From an optimization exercise on the open Yosys and OpenROAD flow, aimed at small area, a short achievable clock period and few clock cycles; shortcuts taken in it are not production practice. At most, simulation tests tie the RTL to the original design; equivalence was not proved. Power is estimated from default activity; no workload was simulated.

==> inputs of build 80 <==
// net_core
module net_core (
    input  logic                      clk,
    input  logic                      n_reset,
    input  logic                      pkt_valid_i,
    input  logic [10-1:0] pkt_id_i,
    input  logic [1:0]                pkt_op_i,
    input  logic [8-1:0]  pkt_addr_i,
    input  logic [32-1:0]   pkt_data_i,
    output logic                      running_o,
    output logic                      exception_o,
    output logic                      trace_we_o,
    output logic [5-1:0]    trace_addr_o,
    output logic [32-1:0]   trace_data_o
);
export LEC_CHECK = 0
export CAP_MARGIN = 20
export CORE_MARGIN = 2
export CORE_UTILIZATION = 40
export SETUP_SLACK_MARGIN = 3.6
export SLEW_MARGIN = 20
create_clock -name core_clock -period 7.2 [get_ports {clk}]
run.sh (not shown) runs the stock make flow with config.mk's settings and CLKGATE_MAP_FILE= SYNTH_SCRIPT=/design/flow/synth_recipe.tcl, a recipe that flattens the netlist after the stock synthesis.
==> inputs of trial 22, as changes to build 80 <==
--- a/flow/design.v
+++ b/flow/design.v
@@ -101,38 +101,23 @@
         if (!n_reset)
             iw_v <= 1'b0;
         else
             iw_v <= pkt_hit && !running_r && (pkt_op_i == 2'd1);
         iw_a <= pkt_addr_i;
         iw_d <= encode(pkt_data_i[15:0]);
     end
     logic [13:0] imem [0:255];
-    logic [255:0] im_sel;
-    logic [13:0]  im_rd;
-    for (genvar i = 0; i < 256; i++)
-    begin : g_im
-        always_ff @(posedge clk)
-        begin
-            if (iw_v && (iw_a == i))
-                imem[i] <= iw_d;
-        end
-    end
-    always_comb
+    always_ff @(posedge clk)
     begin
-        for (int i = 0; i < 256; i++)
-            im_sel[i] = pc_hi[i / 16] && pc_lo[i % 16];
-        im_rd = 14'd0;
-        for (int i = 0; i < 256; i++)
-            im_rd = im_rd | ({14{im_sel[i]}} & imem[i]);
+        if (iw_v)
+            imem[iw_a] <= iw_d;
     end
     logic [7:0]  pc_r;
     logic [7:0]  pc_n;
-    logic [15:0] pc_hi;          
-    logic [15:0] pc_lo;          
     logic        fd_valid;
     logic [13:0] fd_ins;
     logic [7:0]  fd_pc;
     logic        fd_fold;
     logic        fd_ftype;       
     logic        fd_pnt;         
     logic [1:0]  fd_bidx;
     logic [3:0]  fd_bcnt;
@@ -153,25 +138,23 @@
     logic        de_pnt;
     logic [1:0]  de_bidx;
     logic [3:0]  de_bcnt;
     logic        m_a;
     logic        m_b;
     logic [31:0] fw_a;           
     logic [31:0] fw_b;           
     logic        w_we;
-    logic [31:1] w_wen;          
-    logic [31:0] t_data;         
     logic        w_alu;
     logic [4:0]  w_rd;
     logic [31:0] w_res;
     logic [7:0]  w_pc;
     assign trace_we_o   = w_we;
     assign trace_addr_o = w_rd;
-    assign trace_data_o = t_data;
+    assign trace_data_o = w_res;
     logic [31:0] a, b;
     logic        a_zero;
     logic [31:0] addsub;
     logic [31:0] alu_res;
     logic        e_live;
     logic        br_taken;
     logic        redir_e;
     logic [7:0]  e_tgt;
@@ -208,28 +191,19 @@
     assign kill_fd  = redir_e || done_d;
     assign d_ptk    = (fd_ins[13:10] == C_J)
                       || (((fd_ins[13:10] == C_BEQZ) || (fd_ins[13:10] == C_BNEZ)) && fd_ins[4]);
     assign redir_d  = fd_valid && d_ptk && !redir_e;
     assign d_tgt    = fd_pc + {{3{fd_ins[4]}}, fd_ins[4:0]};
     always_ff @(posedge clk)
     begin
         if (!n_reset)
-        begin
             w_we   <= 1'b0;
-            w_wen  <= '0;
-        end
         else
-        begin
             w_we   <= e_live && de_wr;
-            for (int i = 1; i < 32; i++)
-                w_wen[i] <= e_live && de_wr && (de_rd == i);
-        end
-        if (e_live && de_wr)
-            t_data <= alu_res;
         w_alu   <= de_alu;
         w_rd    <= de_rd;
         w_res   <= alu_res;
         fw_a    <= alu_res & {32{m_a}};
         fw_b    <= (alu_res ^ {32{d_op == C_SUB}}) & {32{m_b}};
         w_pc    <= de_pc;
     end
     always_ff @(posedge clk)
@@ -337,29 +311,24 @@
             pc_o = bt_pnt ? pc_r + 8'd2 : bt_hit_tgt;
         else
             pc_o = pc_r + 8'd1;
     end
     assign pc_n = redir_e ? e_tgt : pc_o;
     always_ff @(posedge clk)
     begin
         pc_r <= pc_n;
-        for (int i = 0; i < 16; i++)
-        begin
-            pc_hi[i] <= redir_e ? (e_tgt[7:4] == i) : (pc_o[7:4] == i);
-            pc_lo[i] <= redir_e ? (e_tgt[3:0] == i) : (pc_o[3:0] == i);
-        end
     end
     always_ff @(posedge clk)
     begin
         if (!n_reset)
             fd_valid <= 1'b0;
         else
             fd_valid <= running_r && !kill_fd && !redir_d;
-        fd_ins   <= im_rd;
+        fd_ins   <= imem[pc_r];
         fd_pc    <= pc_r;
         fd_fold  <= bt_hit;
         fd_ftype <= bt_hit_type;
         fd_pnt   <= bt_pnt;
         fd_bidx  <= bt_hit_idx;
         fd_bcnt  <= bt_hit_cnt;
         fd_btgt  <= bt_hit_tgt;
     end
@@ -370,17 +339,17 @@
     assign d_op = fd_ins[13:10];
     assign d_rd = fd_ins[9:5];
     assign d_rs = fd_ins[4:0];
     assign rf[31:0] = 32'd0;
     for (genvar i = 1; i < 32; i++)
     begin : g_rf
         always_ff @(posedge clk)
         begin
-            if (w_wen[i])
+            if (w_we && (w_rd == i))
                 rf[32*i +: 32] <= w_res;
         end
     end
     function automatic logic [31:0] rf_read(input logic [4:0] ad);
         if (w_we && (w_rd == ad))
             rf_read = w_res;
         else
             rf_read = rf[32*ad +: 32];
Settings changed: SETUP_SLACK_MARGIN 3.6 to 3.5.
==> run notes <==
|  | trial 22 | build 80 |
|---|---|---|
| Post-Syn Nets | 10,363 | 11,315 |
| CTS resizes | 350 | 540 |
| X dimension of the die | 716 um | 708 um |
| Detailed placer's ending HPWL | 338,000 um | 828,000 um |
| Count of placed standard cells including taps | 16,858 | 17,854 |
| Syn Std Cell Area | 203,000 um2 | 198,000 um2 |
| RePlAce Congestion | 0.882 | 1.27 |
| Area of placed instances | 214,000 um2 | 213,000 um2 |
| Clock buffers created by TritonCTS | 527 | 554 |
| Gate count of the mapped netlist | 10,218 | 11,169 |
| Starting Density | 40.2% | 40.2% |
| Yosys reg bits | 4,982 | 5,077 |
| Post-CTS Setup Inserts | 41 | 91 |
| Result of the run | no timing/DRC/antenna violations | did not finish |
| Stage where the flow stopped | - | 5_1_grt |
| Rows | 261 | 258 |
| Number of distinct library cells after synthesis | 73 | 92 |
Testbench counts of trial 22, summed over its fixed seeds: cycles 70,945.
Function not checked in build 80: the RTL went through the layout flow alone.

---

==> run H: inputs <==
net_core, a different RTL version from the one above (not shown whole).
Settings: LEC_CHECK=0, CAP_MARGIN=20, CORE_MARGIN=2, CORE_UTILIZATION=40, SETUP_SLACK_MARGIN=4.5, SLEW_MARGIN=20; clock period 7.2 ns.
==> inputs of run R, as changes to run H <==
--- a/flow/design.v
+++ b/flow/design.v
@@ -103,118 +103,105 @@
         else
             iw_v <= pkt_hit && !running_r && (pkt_op_i == 2'd1);
         iw_a <= pkt_addr_i;
         iw_d <= encode(pkt_data_i[15:0]);
     end
     logic [13:0] imem [0:255];
-    logic [255:0] im_sel;
-    logic [13:0]  im_rd;
-    for (genvar i = 0; i < 256; i++)
-    begin : g_im
-        always_ff @(posedge clk)
-        begin
-            if (iw_v && (iw_a == i))
-                imem[i] <= iw_d;
-        end
-    end
-    always_comb
+    always_ff @(posedge clk)
     begin
-        for (int i = 0; i < 256; i++)
-            im_sel[i] = (pc_r == i);
-        im_rd = 14'd0;
-        for (int i = 0; i < 256; i++)
-            im_rd = im_rd | ({14{im_sel[i]}} & imem[i]);
+        if (iw_v)
+            imem[iw_a] <= iw_d;
     end
     logic [7:0]  pc_r;
     logic        fd_valid;
     logic [13:0] fd_ins;
     logic [7:0]  fd_pc;
     logic        fd_fold;
     logic        fd_ftype;       
     logic        de_valid;
     logic        de_wr, de_alu, de_add, de_sub, de_and, de_or, de_mov, de_link;
-    logic        de_beqz, de_bnez, de_j, de_jr, de_imm;
+    logic        de_beqz, de_bnez, de_j, de_jr, de_done, de_imm;
     logic [4:0]  de_rd;
     logic [4:0]  de_rs;
     logic [7:0]  de_pc;
     logic [7:0]  de_tgt;
     logic [7:0]  de_lnk;
     logic [31:0] de_a;
     logic [31:0] de_b;
     logic        de_az;
     logic        de_fold;
     logic        de_ftype;
-    logic        de_fwa;
-    logic        de_fwb;
     logic        w_we;
     logic        w_alu;
     logic [4:0]  w_rd;
     logic [31:0] w_res;
     logic [7:0]  w_pc;
+    logic        w_fold;
+    logic        w_ftype;
     logic        w_zero;
+    logic        redir_w;
+    logic [7:0]  w_fall;
     assign w_zero  = (w_res == 32'd0);
+    assign redir_w = w_fold && (w_ftype ? !w_zero : w_zero);
+    assign w_fall  = w_pc + 8'd2;
     assign trace_we_o   = w_we;
     assign trace_addr_o = w_rd;
     assign trace_data_o = w_res;
     logic        fwd_a, fwd_b;
     logic [31:0] a, b;
     logic        a_zero;
     logic [31:0] addsub;
     logic [31:0] alu_res;
     logic        e_live;
     logic        br_taken;
     logic        redir_e;
     logic [7:0]  e_tgt;
-    logic        res_zero;
-    logic        fold_miss;
-    logic        done_d;
+    logic        done_e;
     logic        kill_fd;
-    function automatic logic sum_zero(input logic [31:0] x, input logic [31:0] y,
-                                      input logic cin);
-        sum_zero = ((x ^ y) == {x[30:0] | y[30:0], cin});
-    endfunction
-    assign fwd_a  = de_fwa;
-    assign fwd_b  = de_fwb;
+    assign fwd_a  = w_we && (w_rd == de_rd);
+    assign fwd_b  = w_we && (w_rd == de_rs) && !de_imm;
     assign a      = fwd_a ? w_res : de_a;
     assign b      = fwd_b ? w_res : de_b;
     assign a_zero = fwd_a ? w_zero : de_az;
     assign addsub  = a + (b ^ {32{de_sub}}) + {31'd0, de_sub};
     assign alu_res = ({32{de_add}}  & addsub)
                    | ({32{de_and}}  & (a & b))
                    | ({32{de_or}}   & (a | b))
                    | ({32{de_mov}}  & b)
                    | ({32{de_link}} & {24'd0, de_lnk});
-    assign res_zero = (de_add && sum_zero(a, b ^ {32{de_sub}}, de_sub))
-                    || (de_and && ((a & b) == 32'd0))
-                    || (de_or  && ((a | b) == 32'd0))
-                    || (de_mov && (b == 32'd0));
-    assign fold_miss = de_fold && (de_ftype ? !res_zero : res_zero);
-    assign e_live   = de_valid;
+    assign e_live   = de_valid && !redir_w;
     assign br_taken = (de_beqz && a_zero) || (de_bnez && !a_zero) || de_j;
-    assign redir_e  = e_live && (br_taken || de_jr || fold_miss);
+    assign redir_e  = e_live && (br_taken || de_jr);
     assign e_tgt    = de_jr ? b[7:0] : de_tgt;
-    assign done_d   = fd_valid && (fd_ins[13:10] == C_DONE) && !redir_e;
-    assign kill_fd  = redir_e || done_d;
+    assign done_e   = e_live && de_done;
+    assign kill_fd  = redir_w || redir_e || done_e;
     always_ff @(posedge clk)
     begin
         if (!n_reset)
+        begin
             w_we   <= 1'b0;
+            w_fold <= 1'b0;
+        end
         else
+        begin
             w_we   <= e_live && de_wr;
+            w_fold <= e_live && de_fold;
+        end
         w_alu   <= de_alu;
         w_rd    <= de_rd;
         w_res   <= alu_res;
         w_pc    <= de_pc;
+        w_ftype <= de_ftype;
     end
     always_ff @(posedge clk)
     begin
         if (!n_reset)
             running_r <= 1'b0;
         else if (start)
             running_r <= 1'b1;
-        else if (done_d)
+        else if (done_e)
             running_r <= 1'b0;
     end
     logic [NB-1:0] bt_v;
     logic [7:0]    bt_tag [NB];
     logic [7:0]    bt_tgt [NB];
     logic [NB-1:0] bt_eq;
@@ -260,12 +247,14 @@
     always_ff @(posedge clk)
     begin
         if (!n_reset)
             pc_r <= 8'd0;
         else if (!running_r)
             pc_r <= pkt_addr_i;
+        else if (redir_w)
+            pc_r <= w_fall;
         else if (redir_e)
             pc_r <= e_tgt;
         else if (bt_hit)
             pc_r <= bt_hit_tgt;
         else
             pc_r <= pc_r + 8'd1;
@@ -273,13 +262,13 @@
     always_ff @(posedge clk)
     begin
         if (!n_reset)
             fd_valid <= 1'b0;
         else
             fd_valid <= running_r && !kill_fd;
-        fd_ins   <= im_rd;
+        fd_ins   <= imem[pc_r];
         fd_pc    <= pc_r;
         fd_fold  <= bt_hit;
         fd_ftype <= bt_hit_type;
     end
     logic [1023:0] rf;           
     logic [3:0]  d_op;
@@ -295,20 +284,16 @@
         begin
             if (w_we && (w_rd == i))
                 rf[32*i +: 32] <= w_res;
         end
     end
     function automatic logic [31:0] rf_read(input logic [4:0] ad);
-        logic [31:0] v;
-        v = 32'd0;
-        for (int i = 1; i < 32; i++)
-            v = v | ({32{ad == i}} & rf[32*i +: 32]);
         if (w_we && (w_rd == ad))
             rf_read = w_res;
         else
-            rf_read = v;
+            rf_read = rf[32*ad +: 32];
     endfunction
     assign d_rdv = rf_read(d_rd);
     assign d_rsv = rf_read(d_rs);
     always_ff @(posedge clk)
     begin
         if (!n_reset)
@@ -326,18 +311,17 @@
             de_mov  <= 1'b1;
             de_link <= 1'b0;
             de_beqz <= 1'b0;
             de_bnez <= 1'b0;
             de_j    <= 1'b0;
             de_jr   <= 1'b0;
+            de_done <= 1'b0;
             de_imm  <= 1'b1;
             de_rd   <= pkt_addr_i[4:0];
             de_b    <= pkt_data_i;
             de_fold <= 1'b0;
-            de_fwa  <= 1'b0;
-            de_fwb  <= 1'b0;
         end
         else
         begin
             de_wr   <= (d_op >= C_ADD && d_op <= C_ADDI) || d_op == C_JALR;
             de_alu  <= (d_op >= C_ADD && d_op <= C_ADDI);
             de_add  <= d_op == C_ADD || d_op == C_SUB || d_op == C_ADDI;
@@ -347,22 +331,21 @@
             de_mov  <= d_op == C_MOV;
             de_link <= d_op == C_JALR;
             de_beqz <= d_op == C_BEQZ;
             de_bnez <= d_op == C_BNEZ;
             de_j    <= d_op == C_J;
             de_jr   <= d_op == C_JALR || d_op == C_JR;
+            de_done <= d_op == C_DONE;
             de_imm  <= d_op == C_ADDI;
             de_rd   <= d_rd;
             de_b    <= (d_op == C_ADDI) ? {{27{d_rs[4]}}, d_rs} : d_rsv;
             de_fold <= fd_fold;
-            de_fwa  <= de_valid && de_wr && (de_rd == d_rd);
-            de_fwb  <= de_valid && de_wr && (de_rd == d_rs) && (d_op != C_ADDI);
         end
         de_rs    <= d_rs;
         de_pc    <= fd_pc;
-        de_tgt   <= fd_pc + (fd_fold ? 8'd2 : {{3{d_rs[4]}}, d_rs});
+        de_tgt   <= fd_pc + {{3{d_rs[4]}}, d_rs};
         de_lnk   <= fd_pc + 8'd1;
         de_a     <= d_rdv;
         de_az    <= (d_rdv == 32'd0);
         de_ftype <= fd_ftype;
     end
 endmodule
SETUP_SLACK_MARGIN = not set   (was 4.5)
==> run notes <==
| quantity | run H | run R |
|---|---|---|
| Number of resized instances in the post-cts repair step | 2093 | 0 |
| Outcome | aborted with a tool error | no timing/DRC/antenna violations |
| Last stage reached | global routing | - |
| Xor and xnor area share after synthesis | 0.813% | 0.642% |
| Clock Sink Count | 4866 | 4873 |
| Sum of net half-perimeters after detailed placement | 994000 um | 321000 um |
| Number of CTS-inserted buffers | 532 | 468 |
| Number of buffers added for setup after CTS | 871 | 0 |
| Synthesized flop and latch total | 4866 | 4873 |
| Post-Synthesis Net Count | 11800 | 8985 |
| Area of placed instances | 206000 sq um | 208000 sq um |
| Total number of placement rows | 251 | 257 |
| Clock H-tree levels | 6 | 5 |
| Count of distinct cell types in the synthesized netlist | 91 | 71 |
| Total of warnings raised by yosys | 2 | 1 |
Testbench counts of run R, summed over its fixed seeds: cycles 74,754.
The RTL of run H was laid out without a check of its function.

---

==> job 5169 <==
==> flow/design.v <==
package core_pkg;
    typedef enum logic [6-1:0] {
        OP_NOP   = 6'h00,
        OP_ADD   = 6'h01,
        OP_SUB   = 6'h02,
        OP_AND   = 6'h03,
        OP_OR    = 6'h04,
        OP_MOV   = 6'h05,
        OP_ADDI  = 6'h06,
        OP_BEQZ  = 6'h07,
        OP_BNEQZ = 6'h08,
        OP_JALR  = 6'h09,
        OP_DONE  = 6'h0A
    } opcode_e;
    typedef enum logic [1:0] {
        NET_PC    = 2'd0,
        NET_INSTR = 2'd1,
        NET_REG   = 2'd2,
        NET_NONE  = 2'd3
    } net_op_e;
    typedef enum logic {
        IDLE = 1'b0,
        RUN  = 1'b1
    } state_e;
    typedef struct packed {
        opcode_e                 opcode;
        logic [5-1:0]  rd;
        logic [5-1:0]  rs;
    } instr_reg_s;
    typedef struct packed {
        opcode_e                       opcode;
        logic [5-1:0]        rd;
        logic signed [5-1:0] imm;
    } instr_imm_s;
    typedef union packed {
        instr_reg_s r;
        instr_imm_s i;
    } instr_u;
endpackage
`timescale 1ns/100ps
module net_core (
    input  logic                      clk,
    input  logic                      n_reset,
    input  logic                      pkt_valid_i,
    input  logic [10-1:0] pkt_id_i,
    input  logic [1:0]                pkt_op_i,
    input  logic [8-1:0]  pkt_addr_i,
    input  logic [32-1:0]   pkt_data_i,
    output logic                      running_o,
    output logic                      exception_o,
    output logic                      trace_we_o,
    output logic [5-1:0]    trace_addr_o,
    output logic [32-1:0]   trace_data_o
);
    localparam logic [3:0] C_NOP  = 4'd0,  C_ADD  = 4'd1,  C_SUB  = 4'd2,
                           C_AND  = 4'd3,  C_OR   = 4'd4,  C_MOV  = 4'd5,
                           C_ADDI = 4'd6,  C_BEQZ = 4'd7,  C_BNEZ = 4'd8,
                           C_JALR = 4'd9,  C_DONE = 4'd10, C_JR   = 4'd11,
                           C_J    = 4'd12;
    localparam int NB = 4;   
    logic running_r;
    logic pkt_hit;
    logic start;
    logic reg_pkt;
    assign pkt_hit = pkt_valid_i && (pkt_id_i == 10'd1);
    assign start   = pkt_hit && !running_r && (pkt_op_i == 2'd0);
    assign reg_pkt = pkt_hit && !running_r && (pkt_op_i == 2'd2)
                     && (pkt_addr_i[7:5] == 3'd0) && (pkt_addr_i[4:0] != 5'd0);
    assign running_o = running_r;
    always_ff @(posedge clk)
    begin
        if (!n_reset)
            exception_o <= 1'b0;
        else if (pkt_hit && running_r && (pkt_op_i == 2'd0))
            exception_o <= 1'b1;
    end
    function automatic logic [13:0] encode(input logic [15:0] w);
        logic [3:0] c;
        logic       rd0;
        rd0 = (w[9:5] == 5'd0);
        case (w[15:10])
            6'h01:   c = rd0 ? C_NOP : C_ADD;
            6'h02:   c = rd0 ? C_NOP : C_SUB;
            6'h03:   c = rd0 ? C_NOP : C_AND;
            6'h04:   c = rd0 ? C_NOP : C_OR;
            6'h05:   c = rd0 ? C_NOP : C_MOV;
            6'h06:   c = rd0 ? C_NOP : C_ADDI;
            6'h07:   c = rd0 ? C_J   : C_BEQZ;
            6'h08:   c = rd0 ? C_NOP : C_BNEZ;
            6'h09:   c = rd0 ? C_JR  : C_JALR;
            6'h0A:   c = C_DONE;
            default: c = C_NOP;
        endcase
        encode = {c, w[9:0]};
    endfunction
    logic        iw_v;
    logic [7:0]  iw_a;
    logic [13:0] iw_d;
    always_ff @(posedge clk)
    begin
        if (!n_reset)
            iw_v <= 1'b0;
        else
            iw_v <= pkt_hit && !running_r && (pkt_op_i == 2'd1);
        iw_a <= pkt_addr_i;
        iw_d <= encode(pkt_data_i[15:0]);
    end
    logic [13:0] imem [0:255];
    always_ff @(posedge clk)
    begin
        if (iw_v)
            imem[iw_a] <= iw_d;
    end
    logic [7:0]  pc_r;
    logic [7:0]  pc_n;
    logic        fd_valid;
    logic [13:0] fd_ins;
    logic [7:0]  fd_pc;
    logic        fd_fold;
    logic        fd_ftype;       
    logic        fd_pnt;         
    logic [1:0]  fd_bidx;
    logic [3:0]  fd_bcnt;
    logic [7:0]  fd_btgt;
    logic        de_valid;
    logic        de_wr, de_alu, de_add, de_sub, de_and, de_or, de_mov, de_link;
    logic        de_beqz, de_bnez, de_j, de_jr, de_imm;
    logic        de_ptk;         
    logic [4:0]  de_rd;
    logic [4:0]  de_rs;
    logic [7:0]  de_pc;
    logic [7:0]  de_tgt;
    logic [7:0]  de_lnk;
    logic [31:0] de_a;
    logic [31:0] de_b;
    logic        de_fold;
    logic        de_ftype;
    logic        de_pnt;
    logic [1:0]  de_bidx;
    logic [3:0]  de_bcnt;
    logic        m_a;
    logic        m_b;
    logic [31:0] fw_a;           
    logic [31:0] fw_b;           
    logic        w_we;
    logic [31:1] w_wen;          
    logic [31:0] t_data;         
    logic        w_alu;
    logic [4:0]  w_rd;
    logic [31:0] w_res;
    logic [7:0]  w_pc;
    assign trace_we_o   = w_we;
    assign trace_addr_o = w_rd;
    assign trace_data_o = t_data;
    logic [31:0] a, b;
    logic        a_zero;
    logic [31:0] addsub;
    logic [31:0] alu_res;
    logic        e_live;
    logic        br_taken;
    logic        redir_e;
    logic [7:0]  e_tgt;
    logic        res_zero;
    logic        fold_miss;
    logic        done_d;
    logic        kill_fd;
    logic        d_ptk;
    logic        redir_d;
    logic [7:0]  d_tgt;
    function automatic logic sum_zero(input logic [31:0] x, input logic [31:0] y,
                                      input logic cin);
        sum_zero = ((x ^ y) == {x[30:0] | y[30:0], cin});
    endfunction
    assign a      = de_a | fw_a;
    assign b      = de_b | fw_b;
    assign a_zero = (a == 32'd0);
    assign addsub  = a + b + {31'd0, de_sub};
    assign alu_res = ({32{de_add}}  & addsub)
                   | ({32{de_and}}  & (a & b))
                   | ({32{de_or}}   & (a | b))
                   | ({32{de_mov}}  & b)
                   | ({32{de_link}} & {24'd0, de_lnk});
    assign res_zero = (de_add && sum_zero(a, b, de_sub))
                    || (de_and && ((a & b) == 32'd0))
                    || (de_or  && ((a | b) == 32'd0))
                    || (de_mov && (b == 32'd0));
    assign fold_miss = de_fold && ((de_ftype ? res_zero : !res_zero) == de_pnt);
    assign e_live   = de_valid;
    assign br_taken = (de_beqz && a_zero) || (de_bnez && !a_zero) || de_j;
    assign redir_e  = e_live && ((br_taken != de_ptk) || de_jr || fold_miss);
    assign e_tgt    = de_jr ? b[7:0] : (de_ptk ? de_lnk : de_tgt);
    assign done_d   = fd_valid && (fd_ins[13:10] == C_DONE) && !redir_e;
    assign kill_fd  = redir_e || done_d;
    assign d_ptk    = (fd_ins[13:10] == C_J)
                      || (((fd_ins[13:10] == C_BEQZ) || (fd_ins[13:10] == C_BNEZ)) && fd_ins[4]);
    assign redir_d  = fd_valid && d_ptk && !redir_e;
    assign d_tgt    = fd_pc + {{3{fd_ins[4]}}, fd_ins[4:0]};
    always_ff @(posedge clk)
    begin
        if (!n_reset)
        begin
            w_we   <= 1'b0;
            w_wen  <= '0;
        end
        else
        begin
            w_we   <= e_live && de_wr;
            for (int i = 1; i < 32; i++)
                w_wen[i] <= e_live && de_wr && (de_rd == i);
        end
        if (e_live && de_wr)
            t_data <= alu_res;
        w_alu   <= de_alu;
        w_rd    <= de_rd;
        w_res   <= alu_res;
        fw_a    <= alu_res & {32{m_a}};
        fw_b    <= (alu_res ^ {32{d_op == C_SUB}}) & {32{m_b}};
        w_pc    <= de_pc;
    end
    always_ff @(posedge clk)
    begin
        if (!n_reset)
            running_r <= 1'b0;
        else if (start)
            running_r <= 1'b1;
        else if (done_d)
            running_r <= 1'b0;
    end
    logic [NB-1:0] bt_v;
    logic [7:0]    bt_tag [NB];
    logic [7:0]    bt_tgt [NB];
    logic [NB-1:0] bt_eq;
    logic [3:0]    bt_trip [NB];   
    logic [3:0]    bt_cnt [NB];    
    logic [1:0]    bt_rr;
    logic [NB-1:0] bt_hv;
    logic [NB-1:0] bt_last;
    logic          bt_hit;
    logic [7:0]    bt_hit_tgt;
    logic          bt_hit_type;
    logic          bt_pnt;
    logic [1:0]    bt_hit_idx;
    logic [3:0]    bt_hit_cnt;
    logic          bt_alloc;
    logic          bt_upd_f;
    logic          bt_upd_e;
    function automatic logic [3:0] sat_inc(input logic [3:0] c);
        sat_inc = (c == 4'hF) ? c : c + 4'd1;
    endfunction
    always_comb
    begin
        bt_hit      = 1'b0;
        bt_hit_tgt  = 8'd0;
        bt_hit_type = 1'b0;
        bt_pnt      = 1'b0;
        bt_hit_idx  = 2'd0;
        bt_hit_cnt  = 4'd0;
        for (int i = 0; i < NB; i++)
        begin
            bt_hv[i]   = bt_v[i] && (bt_tag[i] == pc_r);
            bt_last[i] = (bt_trip[i] != 4'd0) && (bt_cnt[i] == bt_trip[i]);
            if (bt_hv[i])
            begin
                bt_hit      = 1'b1;
                bt_hit_tgt  = bt_hit_tgt | bt_tgt[i];
                bt_hit_type = bt_hit_type | bt_eq[i];
                bt_pnt      = bt_pnt | bt_last[i];
                bt_hit_idx  = bt_hit_idx | 2'(i);
                bt_hit_cnt  = bt_hit_cnt | bt_cnt[i];
            end
        end
    end
    assign bt_alloc = e_live && (de_beqz || de_bnez) && br_taken
                      && w_we && w_alu && (w_pc + 8'd1 == de_pc) && (w_rd == de_rd);
    assign bt_upd_f = running_r && !kill_fd && !redir_d;
    assign bt_upd_e = e_live && fold_miss;
    always_ff @(posedge clk)
    begin
        if (!n_reset || iw_v)
            bt_v <= '0;
        else if (bt_alloc)
            bt_v[bt_rr] <= 1'b1;
        if (!n_reset)
            bt_rr <= '0;
        else if (bt_alloc)
            bt_rr <= bt_rr + 1'b1;
        for (int i = 0; i < NB; i++)
        begin
            if (bt_alloc && (bt_rr == i))
            begin
                bt_tag[i]  <= w_pc;
                bt_tgt[i]  <= de_tgt;
                bt_eq[i]   <= de_beqz;
                bt_trip[i] <= 4'd0;
                bt_cnt[i]  <= 4'd1;
            end
            else if (bt_upd_e && (de_bidx == i))
            begin
                if (!de_pnt)
                begin
                    bt_trip[i] <= (de_bcnt == 4'hF) ? 4'd0 : de_bcnt;
                    bt_cnt[i]  <= 4'd0;
                end
                else
                begin
                    bt_trip[i] <= 4'd0;
                    bt_cnt[i]  <= sat_inc(de_bcnt);
                end
            end
            else if (bt_upd_f && bt_hv[i])
                bt_cnt[i] <= bt_last[i] ? 4'd0 : sat_inc(bt_cnt[i]);
        end
    end
    logic [7:0]  pc_o;
    always_comb
    begin
        if (!running_r)
            pc_o = pkt_addr_i;
        else if (redir_d)
            pc_o = d_tgt;
        else if (bt_hit)
            pc_o = bt_pnt ? pc_r + 8'd2 : bt_hit_tgt;
        else
            pc_o = pc_r + 8'd1;
    end
    assign pc_n = redir_e ? e_tgt : pc_o;
    always_ff @(posedge clk)
    begin
        pc_r <= pc_n;
    end
    always_ff @(posedge clk)
    begin
        if (!n_reset)
            fd_valid <= 1'b0;
        else
            fd_valid <= running_r && !kill_fd && !redir_d;
        fd_ins   <= imem[pc_r];
        fd_pc    <= pc_r;
        fd_fold  <= bt_hit;
        fd_ftype <= bt_hit_type;
        fd_pnt   <= bt_pnt;
        fd_bidx  <= bt_hit_idx;
        fd_bcnt  <= bt_hit_cnt;
        fd_btgt  <= bt_hit_tgt;
    end
    logic [1023:0] rf;           
    logic [3:0]  d_op;
    logic [4:0]  d_rd, d_rs;
    logic [31:0] d_rdv, d_rsv;
    assign d_op = fd_ins[13:10];
    assign d_rd = fd_ins[9:5];
    assign d_rs = fd_ins[4:0];
    assign rf[31:0] = 32'd0;
    for (genvar i = 1; i < 32; i++)
    begin : g_rf
        always_ff @(posedge clk)
        begin
            if (w_wen[i])
                rf[32*i +: 32] <= w_res;
        end
    end
    function automatic logic [31:0] rf_read(input logic [4:0] ad);
        if (w_we && (w_rd == ad))
            rf_read = w_res;
        else
            rf_read = rf[32*ad +: 32];
    endfunction
    assign d_rdv = rf_read(d_rd);
    assign m_a = running_r && de_valid && de_wr && (de_rd == d_rd);
    assign m_b = running_r && de_valid && de_wr && (de_rd == d_rs) && (d_op != C_ADDI);
    assign d_rsv = rf_read(d_rs);
    always_ff @(posedge clk)
    begin
        if (!n_reset)
            de_valid <= 1'b0;
        else
            de_valid <= (fd_valid && !kill_fd) || reg_pkt;
        if (!running_r)
        begin
            de_wr   <= 1'b1;
            de_alu  <= 1'b0;
            de_add  <= 1'b0;
            de_sub  <= 1'b0;
            de_and  <= 1'b0;
            de_or   <= 1'b0;
            de_mov  <= 1'b1;
            de_link <= 1'b0;
            de_beqz <= 1'b0;
            de_bnez <= 1'b0;
            de_j    <= 1'b0;
            de_ptk  <= 1'b0;
            de_jr   <= 1'b0;
            de_imm  <= 1'b1;
            de_rd   <= pkt_addr_i[4:0];
            de_b    <= pkt_data_i;
            de_fold <= 1'b0;
        end
        else
        begin
            de_wr   <= (d_op >= C_ADD && d_op <= C_ADDI) || d_op == C_JALR;
            de_alu  <= (d_op >= C_ADD && d_op <= C_ADDI);
            de_add  <= d_op == C_ADD || d_op == C_SUB || d_op == C_ADDI;
            de_sub  <= d_op == C_SUB;
            de_and  <= d_op == C_AND;
            de_or   <= d_op == C_OR;
            de_mov  <= d_op == C_MOV;
            de_link <= d_op == C_JALR;
            de_beqz <= d_op == C_BEQZ;
            de_bnez <= d_op == C_BNEZ;
            de_j    <= d_op == C_J;
            de_ptk  <= d_ptk;
            de_jr   <= d_op == C_JALR || d_op == C_JR;
            de_imm  <= d_op == C_ADDI;
            de_rd   <= d_rd;
            de_b    <= (d_op == C_ADDI) ? {{27{d_rs[4]}}, d_rs}
                     : m_b ? 32'd0 : (d_rsv ^ {32{d_op == C_SUB}});
            de_fold <= fd_fold;
        end
        de_rs    <= d_rs;
        de_pc    <= fd_pc;
        de_tgt   <= fd_fold ? (fd_pnt ? fd_btgt : fd_pc + 8'd2)
                            : d_tgt;
        de_lnk   <= fd_pc + 8'd1;
        de_a     <= m_a ? 32'd0 : d_rdv;
        de_ftype <= fd_ftype;
        de_pnt   <= fd_pnt;
        de_bidx  <= fd_bidx;
        de_bcnt  <= fd_bcnt;
    end
endmodule
==> flow/run.sh <==
#!/bin/bash
# synth_recipe.tcl (not shown) runs the flow's synth.tcl, then flattens the netlist and writes it again
# the make line also repeats each setting of config.mk as NAME=value (left out here)
make -C /OpenROAD-flow-scripts/flow DESIGN_CONFIG=/design/flow/config.mk WORK_HOME=/design/flow/orfs CLKGATE_MAP_FILE= SYNTH_SCRIPT=/design/flow/synth_recipe.tcl finish
==> flow/config.mk <==
export PLATFORM = sky130hd
export DESIGN_NAME = net_core
export DESIGN_NICKNAME = net_core
export VERILOG_FILES = /design/flow/design.v
export SDC_FILE = /design/flow/constraint.sdc
export NUM_CORES = 4
export LEC_CHECK = 0
export CAP_MARGIN = 20
export CORE_MARGIN = 2
export CORE_UTILIZATION = 48
export CTS_CLUSTER_DIAMETER = 60
export CTS_CLUSTER_SIZE = 20
export SETUP_SLACK_MARGIN = 3.8
export SLEW_MARGIN = 20
==> flow/constraint.sdc <==
create_clock -name core_clock -period 7.2 [get_ports {clk}]
set_input_delay 1.4400 -clock core_clock [delete_from_list [all_inputs] [get_ports {clk}]]
set_output_delay 1.4400 -clock core_clock [all_outputs]
set_load 0.01 [all_outputs]
==> inputs of job 8742, as changes to job 5169 <==
--- a/flow/design.v
+++ b/flow/design.v
@@ -144,6 +144,4 @@
     logic [31:0] fw_b;           
     logic        w_we;
-    logic [31:1] w_wen;          
-    logic [31:0] t_data;         
     logic        w_alu;
     logic [4:0]  w_rd;
@@ -152,5 +150,5 @@
     assign trace_we_o   = w_we;
     assign trace_addr_o = w_rd;
-    assign trace_data_o = t_data;
+    assign trace_data_o = w_res;
     logic [31:0] a, b;
     logic        a_zero;
@@ -199,16 +197,7 @@
     begin
         if (!n_reset)
-        begin
             w_we   <= 1'b0;
-            w_wen  <= '0;
-        end
         else
-        begin
             w_we   <= e_live && de_wr;
-            for (int i = 1; i < 32; i++)
-                w_wen[i] <= e_live && de_wr && (de_rd == i);
-        end
-        if (e_live && de_wr)
-            t_data <= alu_res;
         w_alu   <= de_alu;
         w_rd    <= de_rd;
@@ -356,5 +345,5 @@
         always_ff @(posedge clk)
         begin
-            if (w_wen[i])
+            if (w_we && (w_rd == i))
                 rf[32*i +: 32] <= w_res;
         end
- CORE_UTILIZATION: 48 -> 40
- CTS_CLUSTER_DIAMETER: 60 -> default
- CTS_CLUSTER_SIZE: 20 -> default
- SETUP_SLACK_MARGIN: 3.8 -> 2.5
==> inputs of job 1787, as changes to job 5169 <==
- CORE_UTILIZATION: 48 -> 40
- CTS_CLUSTER_DIAMETER: 60 -> default
- CTS_CLUSTER_SIZE: 20 -> default
==> reports/results.md <==
| Step | Quantity | This run |
| --- | --- | --- |
| run status | Result of the run | finished clean |
| power and ir drop | Clock group share of total power | 36.9% |
| die | Chip Width | 658 um |
| placement | Routability Congestion | 0.908 |
| power and ir drop | Switching power total | 16.3 mW |
| die | Core outline area | 0.426 mm^2 |
| detailed routing | Number of vias per cell | 6.46 |
| detailed routing | Routed wirelength normalized by instance count | 36.6 um |
| clock tree | Number of gates resized after CTS | 523 |
| sta | Setup repair after global routing missed its margin | true |
# the run above: job 5169

==> reports/results.md <==
| Step | Quantity | This run |
| --- | --- | --- |
| detailed routing | Number of vias per cell | 6.04 |
| die | Core outline area | 0.505 mm^2 |
| detailed routing | Routed wirelength normalized by instance count | 32.7 um |
| power and ir drop | Switching power total | 15.2 mW |
| placement | Routability Congestion | 0.890 |
| run status | Result of the run | finished clean |
| sta | Setup repair after global routing missed its margin | false |
| power and ir drop | Clock group share of total power | 41.3% |
# the run above: job 8742

==> reports/results.md <==
| Step | Quantity | This run |
| --- | --- | --- |
| run status | Result of the run | finished clean |
| detailed routing | Number of vias per cell | 6.07 |
| placement | Routability Congestion | 0.868 |
| die | Chip Width | 720 um |
| detailed routing | Routed wirelength normalized by instance count | 33.8 um |
| clock tree | Number of gates resized after CTS | 485 |
# the run above: job 1787

Testbench counts of job 5169, summed over its fixed seeds: cycles 70,945.
Testbench counts of job 8742, summed over its fixed seeds: cycles 70,945.
Testbench counts of job 1787, summed over its fixed seeds: cycles 70,945.

[port drivers added, routing unchanged]
Ports are ideal in the flow. The routed layouts listed here were re-timed in OpenROAD. Step 1 sets driving cells, clkbuf_16 on the clock port and buf_2 on the other inputs (assumed; they add their load-dependent delay and slew). Step 2 also shifts input and output timing later by t, the mid clock arrival at the registers, as if the neighbouring blocks saw the same clock. Three values: ideal ports, drivers, drivers and shift; two values: the first two.
| run | t, ns | setup WS [ns] | clock arrival spread, ns | slew at the worst register clock pin (ns) | worst data-port slew with drivers (ns) |
|---|---|---|---|---|---|
| trial 22 | 1.140 | 3.364 / 3.364 / 3.364 | 0.119 / 0.119 | 0.07 / 0.07 | 0.22 |
| run R | 1.107 | 1.799 / 1.799 / 1.799 | 0.095 / 0.095 | 0.07 / 0.07 | 0.06 |
| job 5169 | 1.109 | 3.619 / 3.619 / 3.372 | 0.057 / 0.057 | 0.09 / 0.09 | 0.13 |
| job 8742 | 1.133 | 2.585 / 2.585 / 2.585 | 0.135 / 0.134 | 0.07 / 0.07 | 0.25 |
| job 1787 | 1.154 | 3.495 / 3.495 / 3.047 | 0.112 / 0.112 | 0.07 / 0.07 | 0.21 |
After both steps every run listed still meets setup and hold. The setup slack of job 1787, which loses most, moves by 0.000 ns with the drivers and by -0.448 ns with both steps.
